What follows belongs to an exercise in optimizing a design on an open flow for a short achievable clock period and few clock cycles; a production flow would make more cautious choices. Function was checked by simulation only, so behaviour that the tests miss may differ from the original. No activity file was given, so power comes from the tool's default toggle rates.

==> design.v <==
`timescale 1ns/100ps
package l2_cfg_pkg;
    localparam int L2_SETS        = 16;
    localparam int L2_SET_BITS    = 4;
    localparam int L2_WAYS        = 4;
    localparam int L2_WAY_BITS    = 2;
    localparam int OFFSET_BITS    = 4;                             
    localparam int ADDR_BITS      = 16;
    localparam int LINE_ADDR_BITS = ADDR_BITS - OFFSET_BITS;       
    localparam int L2_TAG_BITS    = LINE_ADDR_BITS - L2_SET_BITS;  
    typedef logic [L2_SET_BITS-1:0]    l2_set_t;
    typedef logic [L2_WAY_BITS-1:0]    l2_way_t;
    typedef logic [L2_TAG_BITS-1:0]    l2_tag_t;
    typedef logic [LINE_ADDR_BITS-1:0] line_addr_t;
    typedef logic [OFFSET_BITS-1:0]    offset_t;
    typedef struct packed {
        l2_tag_t tag;
        l2_set_t set;
        offset_t offset;
    } addr_fields_t;
    typedef struct packed {
        line_addr_t line_addr;
        offset_t    offset;
    } addr_line_t;
    typedef union packed {
        addr_fields_t f;
        addr_line_t   l;
    } addr_u;
endpackage
`timescale 1ns/100ps
package l2_coh_pkg;
    typedef enum logic [1:0] {
        INVALID   = 2'b00,
        SHARED    = 2'b01,
        EXCLUSIVE = 2'b10,
        MODIFIED  = 2'b11
    } state_t;
    typedef enum logic [1:0] {
        READ        = 2'b00,
        READ_ATOMIC = 2'b01,
        WRITE       = 2'b10
    } cpu_msg_t;
    typedef enum logic [1:0] {
        REQ_S = 2'b00,
        REQ_E = 2'b01,
        REQ_M = 2'b10
    } coh_msg_t;
endpackage
`timescale 1ns/100ps
`timescale 1ns/100ps
`timescale 1ns/100ps
`timescale 1ns/100ps
module l2_out_q #(
    parameter int W = 12
) (
    input  logic         clk,
    input  logic         rst,
    input  logic         push_i,
    input  logic [W-1:0] data_i,
    input  logic         ready_i,
    output logic         valid_o,
    output logic [W-1:0] data_o,
    output logic [2:0]   occ_o        
);
    logic [W-1:0] head_q;
    logic         head_v_q;
    logic [W-1:0] mem_q [4];
    logic [1:0]   rptr_q, wptr_q;
    logic [2:0]   mcnt_q;
    logic         take;
    logic         mem_ne;
    assign take   = !head_v_q || ready_i;
    assign mem_ne = (mcnt_q != 3'd0);
    always_ff @(posedge clk or negedge rst) begin
        if (!rst) begin
            head_v_q <= 1'b0;
            rptr_q   <= '0;
            wptr_q   <= '0;
            mcnt_q   <= '0;
        end else begin
            if (take) begin
                head_v_q <= mem_ne || push_i;
                if (mem_ne) begin
                    rptr_q <= rptr_q + 2'd1;
                    if (push_i) begin
                        wptr_q <= wptr_q + 2'd1;
                    end else begin
                        mcnt_q <= mcnt_q - 3'd1;
                    end
                end
            end else if (push_i) begin
                wptr_q <= wptr_q + 2'd1;
                mcnt_q <= mcnt_q + 3'd1;
            end
        end
    end
    always_ff @(posedge clk) begin
        if (take) begin
            head_q <= mem_ne ? mem_q[rptr_q] : data_i;
        end
        if (push_i && !(take && !mem_ne)) begin
            mem_q[wptr_q] <= data_i;
        end
    end
    assign valid_o = head_v_q;
    assign data_o  = head_q;
    assign occ_o   = {2'b00, head_v_q} + mcnt_q;
endmodule
module l2_ctrl_top
(
    input  logic       clk,
    input  logic       rst,
    input  logic       cpu_req_valid_i,
    input  logic [1:0] cpu_req_msg_i,     
    input  logic [15:0] cpu_req_addr_i,   
    output logic       cpu_req_ready_o,
    output logic       rd_rsp_valid_o,
    output logic [11:0] rd_rsp_addr_o,
    input  logic       rd_rsp_ready_i,
    output logic       req_out_valid_o,
    output logic [1:0] req_out_msg_o,     
    output logic [11:0] req_out_addr_o,
    input  logic       req_out_ready_i,
    output logic       inval_valid_o,
    output logic [11:0] inval_addr_o,
    input  logic       inval_ready_i
);
    localparam int NS = l2_cfg_pkg::L2_SETS;
    localparam int NW = l2_cfg_pkg::L2_WAYS;
    logic [NS*NW-1:0] arr_vld_q, arr_exc_q, arr_dty_q;
    logic [7:0]       arr_tag_q [NS*NW];
    logic        a_v_q;
    logic [1:0]  a_msg_q;
    logic [7:0]  a_tag_q;
    logic [3:0]  a_set_q;
    logic [NS-1:0] a_sdec_q;
    logic        p_v_q;
    logic        p_rd_q, p_at_q, p_wr_q;
    logic [7:0]  p_tag_q;
    logic [3:0]  p_set_q;
    logic [NS-1:0] p_sdec_q;
    logic [NW-1:0] p_vld_q, p_exc_q, p_dty_q, p_mat_q;
    logic [7:0]  p_wtag_q [NW];
    logic        w_v_q;
    logic [3:0]  w_set_q;
    logic [NS-1:0] w_sdec_q;
    logic [NW-1:0] w_way_q;
    logic        w_exc_q, w_dty_q;
    logic [7:0]  w_tag_q;
    logic [NW-1:0] vic_q;
    logic        rdy_q;
    logic a_acc;
    assign a_acc = cpu_req_valid_i && rdy_q;
    always_ff @(posedge clk or negedge rst) begin
        if (!rst) begin
            a_v_q <= 1'b0;
        end else begin
            a_v_q <= a_acc;
        end
    end
    always_ff @(posedge clk) begin
        a_msg_q <= cpu_req_msg_i;
        a_tag_q <= cpu_req_addr_i[15:8];
        a_set_q <= cpu_req_addr_i[7:4];
        for (int s = 0; s < NS; s++) begin
            a_sdec_q[s] <= (cpu_req_addr_i[7:4] == 4'(s));
        end
    end
    logic [NW-1:0] s1_vld, s1_exc, s1_dty, s1_mat;
    logic [7:0]    s1_tag [NW];
    logic          s1_same, s1_teq, s1_wset, s1_wteq;
    always_comb begin
        for (int w = 0; w < NW; w++) begin
            s1_vld[w] = 1'b0;
            s1_exc[w] = 1'b0;
            s1_dty[w] = 1'b0;
            s1_mat[w] = 1'b0;
            s1_tag[w] = '0;
            for (int s = 0; s < NS; s++) begin
                if (a_sdec_q[s]) begin
                    s1_vld[w] = s1_vld[w] | arr_vld_q[s*NW+w];
                    s1_exc[w] = s1_exc[w] | arr_exc_q[s*NW+w];
                    s1_dty[w] = s1_dty[w] | arr_dty_q[s*NW+w];
                    s1_mat[w] = s1_mat[w] | (arr_tag_q[s*NW+w] == a_tag_q);
                    s1_tag[w] = s1_tag[w] | arr_tag_q[s*NW+w];
                end
            end
        end
        s1_wset = w_v_q && (w_set_q == a_set_q);
        s1_wteq = (w_tag_q == a_tag_q);
        for (int w = 0; w < NW; w++) begin
            if (s1_wset && w_way_q[w]) begin
                s1_vld[w] = 1'b1;
                s1_exc[w] = w_exc_q;
                s1_dty[w] = w_dty_q;
                s1_mat[w] = s1_wteq;
                s1_tag[w] = w_tag_q;
            end
        end
        s1_same = p_v_q && (p_set_q == a_set_q);
        s1_teq  = (p_tag_q == a_tag_q);
    end
    logic [NW-1:0] hit, fill, sel, low_inv;
    logic          hit_any, hit_exc, hit_dty, all_vld, evict;
    logic          new_exc, new_dty;
    logic          rd_push, req_push, inv_push;
    logic [1:0]    req_msg;
    logic [7:0]    vic_tag;
    always_comb begin
        hit     = p_vld_q & p_mat_q;
        hit_any = |hit;
        hit_exc = |(hit & p_exc_q);
        hit_dty = |(hit & p_dty_q);
        all_vld = &p_vld_q;
        for (int w = 0; w < NW; w++) begin
            low_inv[w] = !p_vld_q[w];
            for (int u = 0; u < w; u++) begin
                low_inv[w] = low_inv[w] && p_vld_q[u];
            end
        end
        fill    = hit_any ? '0 : (all_vld ? vic_q : low_inv);
        sel     = hit | fill;
        evict   = p_v_q && !hit_any && all_vld;
        new_exc = !p_rd_q || (hit_any && hit_exc);
        new_dty = hit_any ? (hit_dty || !p_rd_q) : p_wr_q;
        rd_push  = p_v_q && hit_any && (p_rd_q || (p_at_q && hit_exc));
        req_push = p_v_q && (!hit_any || (!p_rd_q && !hit_exc));
        req_msg  = (hit_any || p_wr_q) ? 2'd2 : (p_at_q ? 2'd1 : 2'd0);
        inv_push = evict;
        vic_tag  = '0;
        for (int w = 0; w < NW; w++) begin
            if (vic_q[w]) begin
                vic_tag = vic_tag | p_wtag_q[w];
            end
        end
    end
    always_ff @(posedge clk or negedge rst) begin
        if (!rst) begin
            p_v_q <= 1'b0;
            w_v_q <= 1'b0;
            vic_q <= 4'b0001;
        end else begin
            p_v_q <= a_v_q;
            w_v_q <= p_v_q;
            if (evict) begin
                vic_q <= {vic_q[NW-2:0], vic_q[NW-1]};
            end
        end
    end
    always_ff @(posedge clk) begin
        p_rd_q   <= (a_msg_q == 2'd0);
        p_at_q   <= (a_msg_q == 2'd1);
        p_wr_q   <= a_msg_q[1];
        p_tag_q  <= a_tag_q;
        p_set_q  <= a_set_q;
        p_sdec_q <= a_sdec_q;
        for (int w = 0; w < NW; w++) begin
            if (s1_same && sel[w]) begin
                p_vld_q[w]  <= 1'b1;
                p_exc_q[w]  <= new_exc;
                p_dty_q[w]  <= new_dty;
                p_mat_q[w]  <= s1_teq;
                p_wtag_q[w] <= p_tag_q;
            end else begin
                p_vld_q[w]  <= s1_vld[w];
                p_exc_q[w]  <= s1_exc[w];
                p_dty_q[w]  <= s1_dty[w];
                p_mat_q[w]  <= s1_mat[w];
                p_wtag_q[w] <= s1_tag[w];
            end
        end
        w_set_q  <= p_set_q;
        w_sdec_q <= p_sdec_q;
        w_way_q  <= sel;
        w_exc_q  <= new_exc;
        w_dty_q  <= new_dty;
        w_tag_q  <= p_tag_q;
    end
    always_ff @(posedge clk or negedge rst) begin
        if (!rst) begin
            arr_vld_q <= '0;
        end else begin
            for (int s = 0; s < NS; s++) begin
                for (int w = 0; w < NW; w++) begin
                    if (w_v_q && w_sdec_q[s] && w_way_q[w]) begin
                        arr_vld_q[s*NW+w] <= 1'b1;
                    end
                end
            end
        end
    end
    always_ff @(posedge clk) begin
        for (int s = 0; s < NS; s++) begin
            for (int w = 0; w < NW; w++) begin
                if (w_v_q && w_sdec_q[s] && w_way_q[w]) begin
                    arr_exc_q[s*NW+w] <= w_exc_q;
                    arr_dty_q[s*NW+w] <= w_dty_q;
                    arr_tag_q[s*NW+w] <= w_tag_q;
                end
            end
        end
    end
    logic [2:0] rd_occ, req_occ, inv_occ;
    l2_out_q #(.W(12)) rd_q_i (
        .clk     (clk),
        .rst     (rst),
        .push_i  (rd_push),
        .data_i  ({p_tag_q, p_set_q}),
        .ready_i (rd_rsp_ready_i),
        .valid_o (rd_rsp_valid_o),
        .data_o  (rd_rsp_addr_o),
        .occ_o   (rd_occ)
    );
    l2_out_q #(.W(14)) req_q_i (
        .clk     (clk),
        .rst     (rst),
        .push_i  (req_push),
        .data_i  ({req_msg, p_tag_q, p_set_q}),
        .ready_i (req_out_ready_i),
        .valid_o (req_out_valid_o),
        .data_o  ({req_out_msg_o, req_out_addr_o}),
        .occ_o   (req_occ)
    );
    l2_out_q #(.W(12)) inv_q_i (
        .clk     (clk),
        .rst     (rst),
        .push_i  (inv_push),
        .data_i  ({vic_tag, p_set_q}),
        .ready_i (inval_ready_i),
        .valid_o (inval_valid_o),
        .data_o  (inval_addr_o),
        .occ_o   (inv_occ)
    );
    logic [3:0] rd_x, req_x, inv_x;
    logic       rd_ok, req_ok, inv_ok;
    logic [3:0] inflight;
    assign inflight = {3'b000, p_v_q} + {3'b000, a_v_q} + {3'b000, rdy_q};
    assign rd_x  = {1'b0, rd_occ}  + inflight;
    assign req_x = {1'b0, req_occ} + inflight;
    assign inv_x = {1'b0, inv_occ} + inflight;
    assign rd_ok  = (rd_x  <= 4'd4) || (rd_rsp_valid_o  && rd_rsp_ready_i  && rd_x  <= 4'd5);
    assign req_ok = (req_x <= 4'd4) || (req_out_valid_o && req_out_ready_i && req_x <= 4'd5);
    assign inv_ok = (inv_x <= 4'd4) || (inval_valid_o   && inval_ready_i   && inv_x <= 4'd5);
    always_ff @(posedge clk or negedge rst) begin
        if (!rst) begin
            rdy_q <= 1'b1;
        end else begin
            rdy_q <= rd_ok && req_ok && inv_ok;
        end
    end
    assign cpu_req_ready_o = rdy_q;
endmodule
==> run.sh <==
#!/bin/bash
# synth_recipe.tcl (not shown) runs the flow's synth.tcl, then flattens the netlist and writes it again
# the make line also repeats each setting of config.mk as NAME=value (left out here)
make -C /OpenROAD-flow-scripts/flow DESIGN_CONFIG=/design/flow/config.mk WORK_HOME=/design/flow/orfs CLKGATE_MAP_FILE= SYNTH_SCRIPT=/design/flow/synth_recipe.tcl finish
==> config.mk <==
export PLATFORM = sky130hd
export DESIGN_NAME = l2_ctrl_top
export DESIGN_NICKNAME = l2_ctrl_top
export VERILOG_FILES = /design/flow/design.v
export SDC_FILE = /design/flow/constraint.sdc
export NUM_CORES = 4
export LEC_CHECK = 0
export CAP_MARGIN = 20
export CORE_MARGIN = 2
export CORE_UTILIZATION = 40
export SETUP_SLACK_MARGIN = 0.2
export SLEW_MARGIN = 20
==> constraint.sdc <==
create_clock -name core_clock -period 5.5 [get_ports {clk}]
set_input_delay 1.1000 -clock core_clock [delete_from_list [all_inputs] [get_ports {clk}]]
set_output_delay 1.1000 -clock core_clock [all_outputs]
set_load 0.01 [all_outputs]
==> results of run 1 <==
-- worst max path at each step --
| stage | slack, ns | endpoint | depth (start not counted) | startpoint |
|---|---|---|---|---|
| after detailed placement | 2.12 | rd_q_i.mem_q[0][1] | 5 | rd_rsp_ready_i |
| after CTS | 2.30 | req_q_i.mem_q[3][8] | 5 | p_vld_q[2] |
| after global placement | 2.23 | rd_q_i.mem_q[0][1] | 5 | rd_rsp_ready_i |
| final | 2.22 | p_mat_q[2] | 7 | a_tag_q[0] |
| after global routing | 2.08 | req_q_i.mem_q[3][13] | 5 | p_vld_q[2] |
| after floorplan | 2.98 | rd_q_i.mcnt_q[2] | 6 | rd_rsp_ready_i |
-- per-layer routing --
layer	GRT usage (%)	vias up	share of wire [%]
met5	0	-	0.0090
met4	9.306	2	4.1
met3	4.108	307	8.6
met2	38.02	1596	46
met1	33.92	13760	42
li1	-	11210	-
-- logic make-up after synthesis --
group,after synthesis
DFF,1000
and+or+nand+nor,582
xor gates and xnor gates,556
AOI/OAI and AO/OA,448
buffers and inverters,201
muxes,87
adders and majority gates,31
-- metrics by stage --
step	cell area, sq um	instances	util [%]
6_report	48100	4422	45.63
5_1_grt	48100	4421	45.63
4_1_cts	48090	4421	45.62
3_5_place_dp	44610	4229	42.31
3_3_place_gp	44610	4229	42.31
2_1_floorplan	42510	2905	-
-- registers in the layout, indices dropped and copies added, names as in the netlist, 12 cells and up --
name,cells
arr_exc_q,64
w_sdec_q,16
req_q_i.mem_q,56
p_wtag_q,32
arr_vld_q,64
arr_tag_q,512
req_q_i.head_q,14
rd_q_i.head_q,12
p_sdec_q,16
inv_q_i.head_q,12
inv_q_i.mem_q,48
a_sdec_q,16
rd_q_i.mem_q,48
-- cells in the mapped netlist (all sizes together), types with 2 or more instances --
cell type  number  area (sq um)
a211oi          2         15.01
a21oi           7         35.03
a221oi        110         963.4
a22o          110         963.4
a22oi         120         900.9
a31oi           2         12.51
and2           20         127.6
and3          103         644.4
buf            70         369.1
clkbuf        112         420.4
dfrtp          94          2352
dfstp           2         52.55
dfxtp         138          2763
edfxtp        766         23000
fa              7         140.1
ha             24         300.3
inv            19         71.32
mux2           44         499.2
mux2i           5         50.05
mux4           38         855.8
nand2          74         277.8
nand2b          9         63.81
nand3          25         125.1
nand4         105         656.9
nor2           20         75.07
nor2b           5         31.28
nor3           62         310.3
nor3b           2         15.01
nor4           80         500.5
o21ai          81         405.4
o31ai           2         15.01
o41ai           7         61.31
or2            66         412.9
or3             7         43.79
or4b            2         20.02
xnor2         100         875.8
xor2          456          3994
-- worst max-delay path, delay by kind of cell (launching register included) --
| kind | cells | cell delay [ns] |
|---|---|---|
| DFF | 1 | 0.97 |
| AOI/OAI and AO/OA | 2 | 0.76 |
| xor gates and xnor gates | 1 | 0.11 |
| and+or+nand+nor | 3 | 0.79 |
| buffers and inverters | 1 | 0.40 |
-- power breakdown --
group	switching, mW	internal, mW	total, mW
registers	0.491	8.59	9.08
clock network	3.03	4.16	7.19
logic	1.06	0.977	2.03
-- cell type report --
class,count,area share (%)
repair buffers,115,2.211
inverters,19,0.1483
multi-input cells,1704,28.07
clock inverters,49,1.069
flip-flops and latches,1000,58.69
well taps,1391,3.618
diodes,1,0.005202
clock buffers,143,6.183
==> results.sh, run 1 <==
export IMPL_r2r_slack_ns=2.22
export IMPL_cts_repair_resized=0
export IMPL_cap_viol_max_count=0
export IMPL_via_per_inst=6.076
export IMPL_synth_simple_area_share_pct=7.809
export IMPL_start_util_pct=40.32
export IMPL_holdPathEnd="w_sdec_q[10]"
export IMPL_r2r_end="p_mat_q[2]"
export IMPL_fin_skew_ns=0.04350
export IMPL_cts_htree_levels=3
export IMPL_nNetsFinal=2997
export IMPL_max_stage_delay_ns=0.97
export IMPL_leakage_nw=16.83
export IMPL_wirelength_um=133100
export IMPL_numClockSinks=1000
export IMPL_post_drt_wl_per_cell_um=30.09
export IMPL_hp_class="flip-flop to flip-flop"
export IMPL_path_common_cell="nor4_1"
export IMPL_crit_type="flip-flop to flip-flop"
export IMPL_nFillCells=9194
export IMPL_synth_area_sq_um=42510
export IMPL_layout_common_cells="edfxtp_1 (766), xor2_1 (456), a22oi_1 (120)"
export IMPL_rr_worst_depth=7
export IMPL_powerDensity_nw_per_um2=380.6
export IMPL_syn_inst=2905
export IMPL_mostFrequentLayoutCell="edfxtp_1"
export IMPL_cts_root_buf="clkbuf_16"
export IMPL_synth_xor_xnor_area_share_pct=11.46
export IMPL_clk_pin_slew_ns=0.06
export IMPL_cts_tree="built"
export IMPL_async_reset_ff_share_pct=9.600
export IMPL_numCtsBuffers=102
export IMPL_synth_top_family_by_area="XOR/XNOR gates"
export IMPL_status="complete, no violations"
export IMPL_io_pins=66
export IMPL_setup_viol=0
export IMPL_drt_iter0_drc=3380
export IMPL_die_area_sq_um=108900
export IMPL_cp_start_kind="flip-flop"
export IMPL_tightest_slew_ns=1.137
export IMPL_ir_drop_mv=0.2593
export IMPL_synthMuxAreaShare_pct=3.306
export IMPL_area_growth_syn_to_layout_pct=13.16
export IMPL_seq_area_sq_um=28230
export IMPL_clock_latency_ns=0.70
export IMPL_synthesis_nets=2960
export IMPL_via_count=26870
export IMPL_dp_hpwl_um=83670
export IMPL_grt_pass1_wl_um=192000
export IMPL_yosysUniqueCellTypes=54
export IMPL_ys_seq_area_share_pct=66.27
export IMPL_setup_ws_ns=2.219
export IMPL_reg2reg_from="a_tag_q[0]"
export IMPL_hold_ws_ns=0.3015
export IMPL_fin_tns_setup_ns=0
export IMPL_max_freq_ghz=0.3048
export IMPL_multi_input_area_sq_um=13500
export IMPL_grt_pass1_vias=27060
export IMPL_place_gp_congestion=0.9174
export IMPL_crit_path_top_delay_cell="dfxtp_4"
export IMPL_worstSetupEndpointType="flip-flop"
export IMPL_die_h_um=330.0
export IMPL_synth_edff_count=766
export IMPL_die_w_um=330.0
export IMPL_io_buffers=61
export IMPL_core_area_sq_um=105400
export IMPL_ys_ff_latch=1000
export IMPL_grt_overflow=0
export IMPL_preCtsSetupSlack_ns=2.119
export IMPL_firstDrtPassIters=17
export IMPL_slew_viol_final=0
export IMPL_cts_setup_buffers=0
export IMPL_clockBufferDepth=3
export IMPL_synth_adder_area_share_pct=1.036
export IMPL_finalCritPeriodShare_pct=59.65
export IMPL_ys_warn_count=6
export IMPL_drc=0
export IMPL_syn_area_per_cell_sq_um=14.63
export IMPL_drive_gt1_share_pct=13.30
export IMPL_grt_max_degree=69
export IMPL_max_slew_margin_pct=24.17
export IMPL_hold_viol=0
export IMPL_p_total_mw=18.31
export IMPL_arrival_ns=3.80
export IMPL_grt_usage_pct=24.27
export IMPL_post_route_min_period_ns=3.281
export IMPL_antenna_found_initial=3
export IMPL_cp_max_fo=35
export IMPL_worstPathCellList="buf_4 > xor2_1 > nor4_1 > nand4_1 > o41ai_1 > nor4_1 > a221oi_1"
export IMPL_rows=119
export IMPL_required_ns=6.02
export IMPL_synth_compound_area_share_pct=8.098
export IMPL_holdCritStartpoint="p_sdec_q[10]"
export IMPL_rsz0062_at_grt="no"
export IMPL_whs_path_depth=0
export IMPL_ant_nets=0
export IMPL_cts_hold_buf=0
export IMPL_synthFlopType="edfxtp_1"
Testbench counts, summed over its fixed seeds: cycles 4,822.
==> run 2, diff against run 1 <==
--- a/config.mk
+++ b/config.mk
@@ -7,2 +7,3 @@
 export LEC_CHECK = 0
+export ABC_CLOCK_PERIOD_IN_PS = 1900
 export CAP_MARGIN = 20
@@ -10,3 +11,3 @@
 export CORE_UTILIZATION = 40
-export SETUP_SLACK_MARGIN = 0.2
+export SETUP_SLACK_MARGIN = 3.6
 export SLEW_MARGIN = 20
==> run 2 against run 1 <==
Compared with the run above:
- via count rose by 6.2%
- clock skew fell by 0.0074 ns
- final area rose by 8.2%
- setup slack improved by 0.86 ns
- die area did not move
- global-route usage rose by 1.9 points
- routed wire length rose by 11%
- combinational power rose by 26%
- clock-buffer cell count rose by 14
- utilization rose by 3.7 points
- sequential power fell by 0.6%
- critical endpoint is now cpu_req_ready_o
==> results.sh, run 2 <==
export IMPL_layout_common_cells="edfxtp_1 (766), xor2_1 (451), a22oi_1 (118), buf_4 (118), clkbuf_16 (113)"
export IMPL_antenna_found_initial=6
export IMPL_rows=119
export IMPL_fin_tns_setup_ns=0
export IMPL_cts_htree_levels=3
export IMPL_largest_register_ffs=512
export IMPL_multi_input_area_sq_um=15270
export IMPL_critPathLaunch="rdy_q"
export IMPL_holdCritStartpoint="p_sdec_q[10]"
export IMPL_start_util_pct=40.32
export IMPL_grt_pass1_wl_um=204000
export IMPL_ir_drop_mv=0.2711
export IMPL_critPathBufInv=1
export IMPL_numClockSinks=1000
export IMPL_max_freq_ghz=0.4134
export IMPL_numCtsBuffers=102
export IMPL_whs_path_depth=0
export IMPL_tightest_slew_ns=1.173
export IMPL_max_stage_delay_ns=0.55
export IMPL_ant_nets=0
export IMPL_die_w_um=330.0
export IMPL_netlist_top_cells_count="edfxtp_1 (766), xor2_1 (456), dfxtp_1 (138)"
export IMPL_required_ns=4.40
export IMPL_io_buffers=61
export IMPL_slew_viol_final=0
export IMPL_cts_hold_buf=0
export IMPL_clockBufferDepth=3
export IMPL_cts_root_buf="clkbuf_16"
export IMPL_final_cells=4629
export IMPL_powerDensity_nw_per_um2=354.5
export IMPL_via_per_inst=6.165
export IMPL_fin_skew_ns=0.03606
export IMPL_nFillCells=8819
export IMPL_final_core_utilization_pct=49.35
export IMPL_cts_tree="built"
export IMPL_drive_gt1_share_pct=28.44
export IMPL_clk_pin_slew_ns=0.06
export IMPL_yosys_area_top_type="edfxtp_1"
export IMPL_max_slew_margin_pct=21.79
export IMPL_yosysUniqueCellTypes=54
export IMPL_holdPathEnd="w_sdec_q[10]"
export IMPL_io_pins=66
export IMPL_leakage_nw=18.42
export IMPL_ys_top_cells_by_area="edfxtp_1 (54%), xor2_1 (9.4%), dfxtp_1 (6.5%)"
export IMPL_crit_type="flip-flop to output pin"
export IMPL_cap_viol_max_count=0
export IMPL_area_growth_syn_to_layout_pct=22.39
export IMPL_via_count=28540
export IMPL_p_total_mw=18.44
export IMPL_post_drt_wl_per_cell_um=31.83
export IMPL_grt_usage_pct=26.16
export IMPL_cp_start_kind="flip-flop"
export IMPL_cp_max_fo=2
export IMPL_hold_viol=0
export IMPL_drt_iter0_drc=3780
export IMPL_crit_family="flip-flops"
export IMPL_worstPathCellList="buf_6"
export IMPL_rr_worst_depth=9
export IMPL_clock_latency_ns=0.68
export IMPL_r2r_slack_ns=3.11
export IMPL_r2r_end="rdy_q"
export IMPL_grt_max_degree=69
export IMPL_grt_overflow=0
export IMPL_nNetsFinal=3202
export IMPL_async_reset_ff_share_pct=9.600
export IMPL_grt_pass1_vias=27850
export IMPL_synth_top_area_share_pct=54.11
export IMPL_finalCritPeriodShare_pct=43.99
export IMPL_core_area_sq_um=105400
export IMPL_synth_area_sq_um=42510
export IMPL_status="complete, no violations"
export IMPL_die_h_um=330.0
export IMPL_crit_path_top_delay_cell="dfstp_2"
export IMPL_synthesis_nets=2960
export IMPL_seq_area_sq_um=28330
export IMPL_synthFlopType="edfxtp_1"
export IMPL_reg_top3="arr_tag_q (512), arr_exc_q (64), arr_vld_q (64)"
export IMPL_post_route_min_period_ns=2.419
export IMPL_preCtsSetupSlack_ns=2.397
export IMPL_arrival_ns=1.32
export IMPL_die_area_sq_um=108900
export IMPL_setup_ws_ns=3.081
export IMPL_synth_edff_count=766
export IMPL_ys_warn_count=6
export IMPL_rsz0062_at_grt="yes"
export IMPL_place_inst=4231
export IMPL_ys_ff_latch=1000
export IMPL_setup_viol=0
export IMPL_synth_most_common_cell="edfxtp_1"
export IMPL_firstDrtPassIters=16
export IMPL_place_gp_congestion=0.9306
export IMPL_mostFrequentLayoutCell="edfxtp_1"
export IMPL_syn_inst=2905
export IMPL_worstSetupEndpointType="output pin"
export IMPL_wirelength_um=147300
export IMPL_ys_seq_area_share_pct=66.27
export IMPL_dp_hpwl_um=82360
export IMPL_syn_area_per_cell_sq_um=14.63
export IMPL_hp_class="flip-flop to flip-flop"
export IMPL_top_register="arr_tag_q"
export IMPL_drc=0
export IMPL_reg2reg_from="rdy_q"
==> run 2: cell counts after synthesis <==
Identical to the previous run, type by type.
==> run 2: per-stage QoR <==
| step | cell area (sq um) | hold WS, ns |
|---|---|---|
| after global placement | 44750 | 0.3097 |
| after floorplan | 42670 | 0.3096 |
| after CTS | 50620 | 0.3195 |
| after detailed placement | 44750 | 0.3121 |
| final | 52020 | 0.3184 |
| after global routing | 52020 | 0.3279 |
==> run 2: logic make-up (layout without fill, tap and decap cells) <==
kind of cell	after synthesis	count (layout)	synth area share (%)
flip-flops	1000	1000	66.27
AND/OR/NAND/NOR	582	608	7.809
XOR/XNOR	556	556	11.46
AO/OA/AOI/OAI	448	449	8.098
buffers and inverters	201	504	2.025
multiplexers	87	87	3.306
adder cells (fa/ha/maj)	31	31	1.036
other	0	3	0
==> run 2: how the worst max path moves through the flow <==
stage,endpoint,slack [ns],cells past startpoint
6_report,cpu_req_ready_o,3.08,1
4_1_cts,cpu_req_ready_o,3.05,1
3_5_place_dp,p_mat_q[0],2.40,7
3_3_place_gp,p_mat_q[0],2.42,7
5_1_grt,cpu_req_ready_o,3.04,1
2_1_floorplan,inv_q_i.mcnt_q[1],3.07,4
==> run 2: per-layer routing <==
metal | wire [um] | vias to the layer above | GRT usage (%)
li1 | - | 11690 | -
met1 | 56310 | 14410 | 34.78
met2 | 66150 | 1992 | 40.51
met3 | 15860 | 444 | 5.585
met4 | 8919 | 6 | 13.55
met5 | 107 | - | 0
==> run 2: timing repair <==
| item | in CTS | in global routing |
|---|---|---|
| resized for setup | 541 | 169 |
| pin swaps | 89 | 100 |
| buffers inserted | 109 | 60 |
| cloned | 27 | 7 |
| endpoints found under the hold margin | 0 | 0 |
| endpoints found under the setup margin | 766 | 635 |
==> run 2: final cells by class <==
cell class                 count  share of cell area (%)
inverter                      19                  0.1684
tap                         1391                   3.345
clock inverter                35                  0.4137
multi-input combinational   1731                   29.34
antenna                        3                 0.01443
sequential                  1000                   54.46
clock buffer                 157                   5.926
timing repair buffer         293                   6.330
==> run 2: power breakdown <==
group | switching [mW] | total [mW] | leakage (nW) | internal (mW)
Sequential | 0.436 | 9.03 | 9.38 | 8.60
Clock | 2.95 | 6.85 | 1.64 | 3.90
Combinational | 1.36 | 2.55 | 7.40 | 1.20
==> run 3, diff against run 2 <==
--- a/design.v
+++ b/design.v
@@ -62,33 +62,36 @@
     output logic [W-1:0] data_o,
-    output logic [2:0]   occ_o        
+    output logic         room_o       
 );
     logic [W-1:0] head_q;
-    logic         head_v_q;
-    logic [W-1:0] mem_q [4];
-    logic [1:0]   rptr_q, wptr_q;
-    logic [2:0]   mcnt_q;
-    logic         take;
-    logic         mem_ne;
-    assign take   = !head_v_q || ready_i;
-    assign mem_ne = (mcnt_q != 3'd0);
+    logic [W-1:0] mem_q [5];
+    logic [4:0]   rptr_q, wptr_q;     
+    logic [5:1]   occ_q;              
+    logic         take, pop;
+    logic [W-1:0] mem_rd;
+    assign take = !occ_q[1] || ready_i;
+    assign pop  = occ_q[1] && ready_i;
+    always_comb begin
+        mem_rd = '0;
+        for (int i = 0; i < 5; i++) begin
+            if (rptr_q[i]) begin
+                mem_rd = mem_rd | mem_q[i];
+            end
+        end
+    end
     always_ff @(posedge clk or negedge rst) begin
         if (!rst) begin
-            head_v_q <= 1'b0;
-            rptr_q   <= '0;
-            wptr_q   <= '0;
-            mcnt_q   <= '0;
+            occ_q  <= '0;
+            rptr_q <= 5'b00001;
+            wptr_q <= 5'b00001;
         end else begin
-            if (take) begin
-                head_v_q <= mem_ne || push_i;
-                if (mem_ne) begin
-                    rptr_q <= rptr_q + 2'd1;
-                    if (push_i) begin
-                        wptr_q <= wptr_q + 2'd1;
-                    end else begin
-                        mcnt_q <= mcnt_q - 3'd1;
-                    end
-                end
-            end else if (push_i) begin
-                wptr_q <= wptr_q + 2'd1;
-                mcnt_q <= mcnt_q + 3'd1;
+            if (push_i && !pop) begin
+                occ_q <= {occ_q[4:1], 1'b1};
+            end else if (pop && !push_i) begin
+                occ_q <= {1'b0, occ_q[5:2]};
+            end
+            if (take && occ_q[2]) begin
+                rptr_q <= {rptr_q[3:0], rptr_q[4]};
+            end
+            if (push_i && (occ_q[2] || !take)) begin
+                wptr_q <= {wptr_q[3:0], wptr_q[4]};
             end
@@ -98,11 +101,13 @@
         if (take) begin
-            head_q <= mem_ne ? mem_q[rptr_q] : data_i;
+            head_q <= occ_q[2] ? mem_rd : data_i;
         end
-        if (push_i && !(take && !mem_ne)) begin
-            mem_q[wptr_q] <= data_i;
+        for (int i = 0; i < 5; i++) begin
+            if (wptr_q[i]) begin
+                mem_q[i] <= data_i;
+            end
         end
     end
-    assign valid_o = head_v_q;
+    assign valid_o = occ_q[1];
     assign data_o  = head_q;
-    assign occ_o   = {2'b00, head_v_q} + mcnt_q;
+    assign room_o  = !occ_q[2] || (ready_i && !occ_q[3]);
 endmodule
@@ -136,2 +141,3 @@
     logic [NS-1:0] a_sdec_q;
+    logic [NS*NW-1:0] a_cmp_q;        
     logic        p_v_q;
@@ -149,2 +155,6 @@
     logic [7:0]  w_tag_q;
+    logic        w2_v_q;
+    logic [3:0]  w2_set_q;
+    logic [NW-1:0] w2_way_q;
+    logic [7:0]  w2_tag_q;
     logic [NW-1:0] vic_q;
@@ -167,2 +177,5 @@
         end
+        for (int i = 0; i < NS*NW; i++) begin
+            a_cmp_q[i] <= (arr_tag_q[i] == cpu_req_addr_i[15:8]);
+        end
     end
@@ -170,3 +183,3 @@
     logic [7:0]    s1_tag [NW];
-    logic          s1_same, s1_teq, s1_wset, s1_wteq;
+    logic          s1_same, s1_teq, s1_wset, s1_wteq, s1_w2set, s1_w2teq;
     always_comb begin
@@ -183,3 +196,3 @@
                     s1_dty[w] = s1_dty[w] | arr_dty_q[s*NW+w];
-                    s1_mat[w] = s1_mat[w] | (arr_tag_q[s*NW+w] == a_tag_q);
+                    s1_mat[w] = s1_mat[w] | a_cmp_q[s*NW+w];
                     s1_tag[w] = s1_tag[w] | arr_tag_q[s*NW+w];
@@ -188,2 +201,9 @@
         end
+        s1_w2set = w2_v_q && (w2_set_q == a_set_q);
+        s1_w2teq = (w2_tag_q == a_tag_q);
+        for (int w = 0; w < NW; w++) begin
+            if (s1_w2set && w2_way_q[w]) begin
+                s1_mat[w] = s1_w2teq;
+            end
+        end
         s1_wset = w_v_q && (w_set_q == a_set_q);
@@ -240,2 +260,3 @@
             w_v_q <= 1'b0;
+            w2_v_q <= 1'b0;
             vic_q <= 4'b0001;
@@ -244,2 +265,3 @@
             w_v_q <= p_v_q;
+            w2_v_q <= w_v_q;
             if (evict) begin
@@ -277,2 +299,5 @@
         w_tag_q  <= p_tag_q;
+        w2_set_q <= w_set_q;
+        w2_way_q <= w_way_q;
+        w2_tag_q <= w_tag_q;
     end
@@ -302,3 +327,3 @@
     end
-    logic [2:0] rd_occ, req_occ, inv_occ;
+    logic rd_room, req_room, inv_room;
     l2_out_q #(.W(12)) rd_q_i (
@@ -311,3 +336,3 @@
         .data_o  (rd_rsp_addr_o),
-        .occ_o   (rd_occ)
+        .room_o  (rd_room)
     );
@@ -321,3 +346,3 @@
         .data_o  ({req_out_msg_o, req_out_addr_o}),
-        .occ_o   (req_occ)
+        .room_o  (req_room)
     );
@@ -331,20 +356,6 @@
         .data_o  (inval_addr_o),
-        .occ_o   (inv_occ)
+        .room_o  (inv_room)
     );
-    logic [3:0] rd_x, req_x, inv_x;
-    logic       rd_ok, req_ok, inv_ok;
-    logic [3:0] inflight;
-    assign inflight = {3'b000, p_v_q} + {3'b000, a_v_q} + {3'b000, rdy_q};
-    assign rd_x  = {1'b0, rd_occ}  + inflight;
-    assign req_x = {1'b0, req_occ} + inflight;
-    assign inv_x = {1'b0, inv_occ} + inflight;
-    assign rd_ok  = (rd_x  <= 4'd4) || (rd_rsp_valid_o  && rd_rsp_ready_i  && rd_x  <= 4'd5);
-    assign req_ok = (req_x <= 4'd4) || (req_out_valid_o && req_out_ready_i && req_x <= 4'd5);
-    assign inv_ok = (inv_x <= 4'd4) || (inval_valid_o   && inval_ready_i   && inv_x <= 4'd5);
-    always_ff @(posedge clk or negedge rst) begin
-        if (!rst) begin
-            rdy_q <= 1'b1;
-        end else begin
-            rdy_q <= rd_ok && req_ok && inv_ok;
-        end
+    always_ff @(posedge clk) begin
+        rdy_q <= rd_room && req_room && inv_room;
     end
==> run 3 against run 2 <==
Compared with the run above:
- flip-flop and latch count grew 140
- clock-buffer cell count grew 7
- power grew 3.9%
- critical endpoint is now req_out_valid_o
==> results.sh, run 3 <==
export IMPL_status="complete, no violations"
export IMPL_ir_drop_mv=0.2368
export IMPL_synthesis_nets=3141
export IMPL_ys_top_cells_by_area="edfxtp_1 (53%), xnor2_1 (10%), dfxtp_1 (9.6%)"
export IMPL_max_slew_margin_pct=43.62
export IMPL_cts_root_buf="clkbuf_16"
export IMPL_dp_hpwl_um=82130
export IMPL_holdPathEnd="w_sdec_q[12]"
export IMPL_r2r_slack_ns=3.36
export IMPL_synth_area_sq_um=45550
export IMPL_slew_viol_final=0
export IMPL_reg_top3="arr_tag_q (512), req_q_i.mem_q (70)"
export IMPL_fin_tns_setup_ns=0
export IMPL_antenna_found_initial=7
export IMPL_clockBufferDepth=3
export IMPL_ys_ff_latch=1140
export IMPL_powerDensity_nw_per_um2=346.2
export IMPL_die_w_um=341.5
export IMPL_drt_iter0_drc=3759
export IMPL_async_reset_ff_share_pct=10.26
export IMPL_io_pins=66
export IMPL_numCtsBuffers=111
export IMPL_numClockSinks=1140
export IMPL_die_area_sq_um=116600
export IMPL_cp_start_kind="flip-flop"
export IMPL_max_stage_delay_ns=0.41
export IMPL_drive_gt1_share_pct=23.94
export IMPL_ant_nets=0
export IMPL_rsz0062_at_grt="yes"
export IMPL_arrival_ns=1.22
export IMPL_critPathBufInv=1
export IMPL_rows=123
export IMPL_rr_worst_depth=7
export IMPL_firstDrtPassIters=6
export IMPL_io_buffers=61
export IMPL_via_per_inst=5.954
export IMPL_layout_common_cells="edfxtp_1 (804), xnor2_1 (529), nand4_1 (185)"
export IMPL_via_count=29080
export IMPL_clock_latency_ns=0.70
export IMPL_multi_input_area_sq_um=14870
export IMPL_crit_type="flip-flop to output pin"
export IMPL_wirelength_um=148900
export IMPL_syn_inst=3114
export IMPL_top_register="arr_tag_q"
export IMPL_post_drt_wl_per_cell_um=30.49
export IMPL_grt_pass1_vias=27810
export IMPL_hp_class="flip-flop to flip-flop"
export IMPL_cts_htree_levels=3
export IMPL_cp_depth=1
export IMPL_fin_skew_ns=0.03662
export IMPL_crit_family="flip-flops"
export IMPL_seq_area_sq_um=31600
export IMPL_setup_viol=0
export IMPL_cts_hold_buf=0
export IMPL_drc=0
export IMPL_mostFrequentLayoutCell="edfxtp_1"
export IMPL_die_h_um=341.5
export IMPL_r2r_end="p_wtag_q[1][7]"
export IMPL_yosysUniqueCellTypes=47
export IMPL_start_util_pct=40.44
export IMPL_netlist_top_cells_count="edfxtp_1 (804), xnor2_1 (529), dfxtp_1 (219)"
export IMPL_ys_warn_count=8
export IMPL_clk_pin_slew_ns=0.06
export IMPL_worstSetupEndpointType="output pin"
export IMPL_critPathLaunch="req_q_i.occ_q[1]"
export IMPL_nFillCells=9491
export IMPL_finalCritPeriodShare_pct=42.19
export IMPL_synth_edff_count=804
export IMPL_reg2reg_from="a_sdec_q[0]"
export IMPL_antenna_cells=0
export IMPL_whs_path_depth=0
export IMPL_cts_tree="built"
export IMPL_hold_viol=0
export IMPL_crit_path_top_delay_cell="dfrtp_2"
export IMPL_synth_top_area_share_pct=53.00
export IMPL_cp_max_fo=2
export IMPL_preCtsSetupSlack_ns=2.478
export IMPL_tightest_slew_ns=0.8445
export IMPL_nNetsFinal=3314
export IMPL_grt_max_degree=74
export IMPL_max_freq_ghz=0.4310
export IMPL_area_growth_syn_to_layout_pct=21.48
export IMPL_synthFlopType="edfxtp_1"
export IMPL_ys_seq_area_share_pct=69.07
export IMPL_place_gp_congestion=0.8585
export IMPL_hold_ws_ns=0.3220
export IMPL_post_route_min_period_ns=2.320
export IMPL_required_ns=4.40
export IMPL_grt_overflow=0
export IMPL_grt_pass1_wl_um=204400
export IMPL_leakage_nw=18.80
export IMPL_setup_ws_ns=3.180
export IMPL_worstPathCellList="buf_6"
export IMPL_largest_register_ffs=512
export IMPL_synth_most_common_cell="edfxtp_1"
export IMPL_holdCritStartpoint="p_sdec_q[12]"
export IMPL_yosys_area_top_type="edfxtp_1"
export IMPL_syn_area_per_cell_sq_um=14.63
export IMPL_cap_viol_max_count=0
export IMPL_core_area_sq_um=112700
export IMPL_grt_usage_pct=24.29
==> run 3: changes by cell type after synthesis, sizes merged, moves of 49 or more <==
cell    before  now
xor2       456   16
xnor2      100  529
nor2        20  135
dfxtp      138  219
nand4      105  185
nor4        80    4
nor3        62    8
clkbuf     112  161
==> run 3: worst max-delay path by stage <==
stage	end	slack, ns
after floorplan	req_q_i.wptr_q[1]	3.42
after global placement	a_cmp_q[61]	2.50
after detailed placement	a_cmp_q[61]	2.48
after CTS	inval_addr_o[7]	3.14
after global routing	rd_rsp_addr_o[9]	3.13
final	req_out_valid_o	3.18
==> run 3: area by class of cell <==
cell class	instances	area share (%)
inverters	10	0.06783
multi-input cells	1760	26.86
well taps	1500	3.391
flip-flops and latches	1140	57.10
clock buffers	164	6.023
clock inverters	46	0.7303
repair buffers	264	5.819
==> run 3: metrics by stage <==
stage / util, % / power, mW / instances / instance area, sq um
floorplan: - / 10.72 / 3114 / 46080
global placement: 42.36 / 11.26 / 4515 / 47720
detailed placement: 42.36 / 11.27 / 4515 / 47720
CTS: 47.87 / 19.05 / 4831 / 53930
global route: 49.13 / 19.65 / 4884 / 55340
finish: 49.13 / 19.16 / 4884 / 55340
==> run 3: where the power goes <==
group,internal (mW),switching [mW]
sequential,9.54,0.317
combinational,0.640,0.867
clock,4.48,3.32
total,14.7,4.50
==> run 3: cell families (layout without fill, tap and decap cells) <==
kind of cell / count (synthesis) / count (layout) / share of synthesized area (%)
AO/OA/AOI/OAI: 554 / 554 / 9.827
XOR/XNOR: 545 / 545 / 10.48
adder cells (fa/ha/maj): 3 / 3 / 0.08241
buffers and inverters: 216 / 484 / 1.816
flip-flops: 1140 / 1140 / 69.07
multiplexers: 82 / 82 / 1.895
AND/OR/NAND/NOR: 574 / 576 / 6.834
==> run 3: layer usage <==
layer	share of wire (%)	track usage, %	routed length (um)	up-vias
met3	9.5	4.700	14200	331
met5	0.024	0	36	-
li1	-	-	-	12350
met2	46	37.68	68510	1617
met1	40	33.65	59630	14770
met4	4.4	9.664	6533	6
==> run 3: repair_timing <==
item | CTS | global route
endpoints found under the hold margin | 0 | 0
cloned | 16 | 9
buffers inserted | 90 | 44
resized for setup | 449 | 169
endpoints found under the setup margin | 811 | 418
pin swaps | 50 | 91
Testbench counts of run 3, summed over its fixed seeds: cycles 4,822.

## port drivers added, routing unchanged
In the flow no input, the clock included, has a driving cell. The finished layouts below were timed again as built, in two steps. Step 1 sets driving cells, clkbuf_16 on the clock port and buf_2 on the other inputs (assumed; they add their load-dependent delay and slew). Step 2 adds t to the input delays and takes it off the output delays; t is the mean of the earliest and latest rising clock arrival at the registers after step 1. Input paths then give back, and output paths get back, about the clock's delay inside the block. Three values: no drivers, after step 1, after step 2; two values: the first two.
run | shift t [ns] | slack for setup (ns) | worst hold slack (ns) | worst setup path after step 2
run 1 | 0.750 | 2.219 / 2.219 / 2.076 | 0.302 / 0.302 / 0.302 | input to register
run 2 | 0.742 | 3.081 / 3.010 / 2.841 | 0.318 / 0.318 / 0.318 | input to register
run 3 | 0.752 | 3.180 / 3.108 / 2.822 | 0.322 / 0.322 / 0.322 | input to register
After both steps every run listed still meets setup and hold. The setup slack of run 3, which loses most, moves by -0.072 ns with the drivers and by -0.358 ns with both steps.
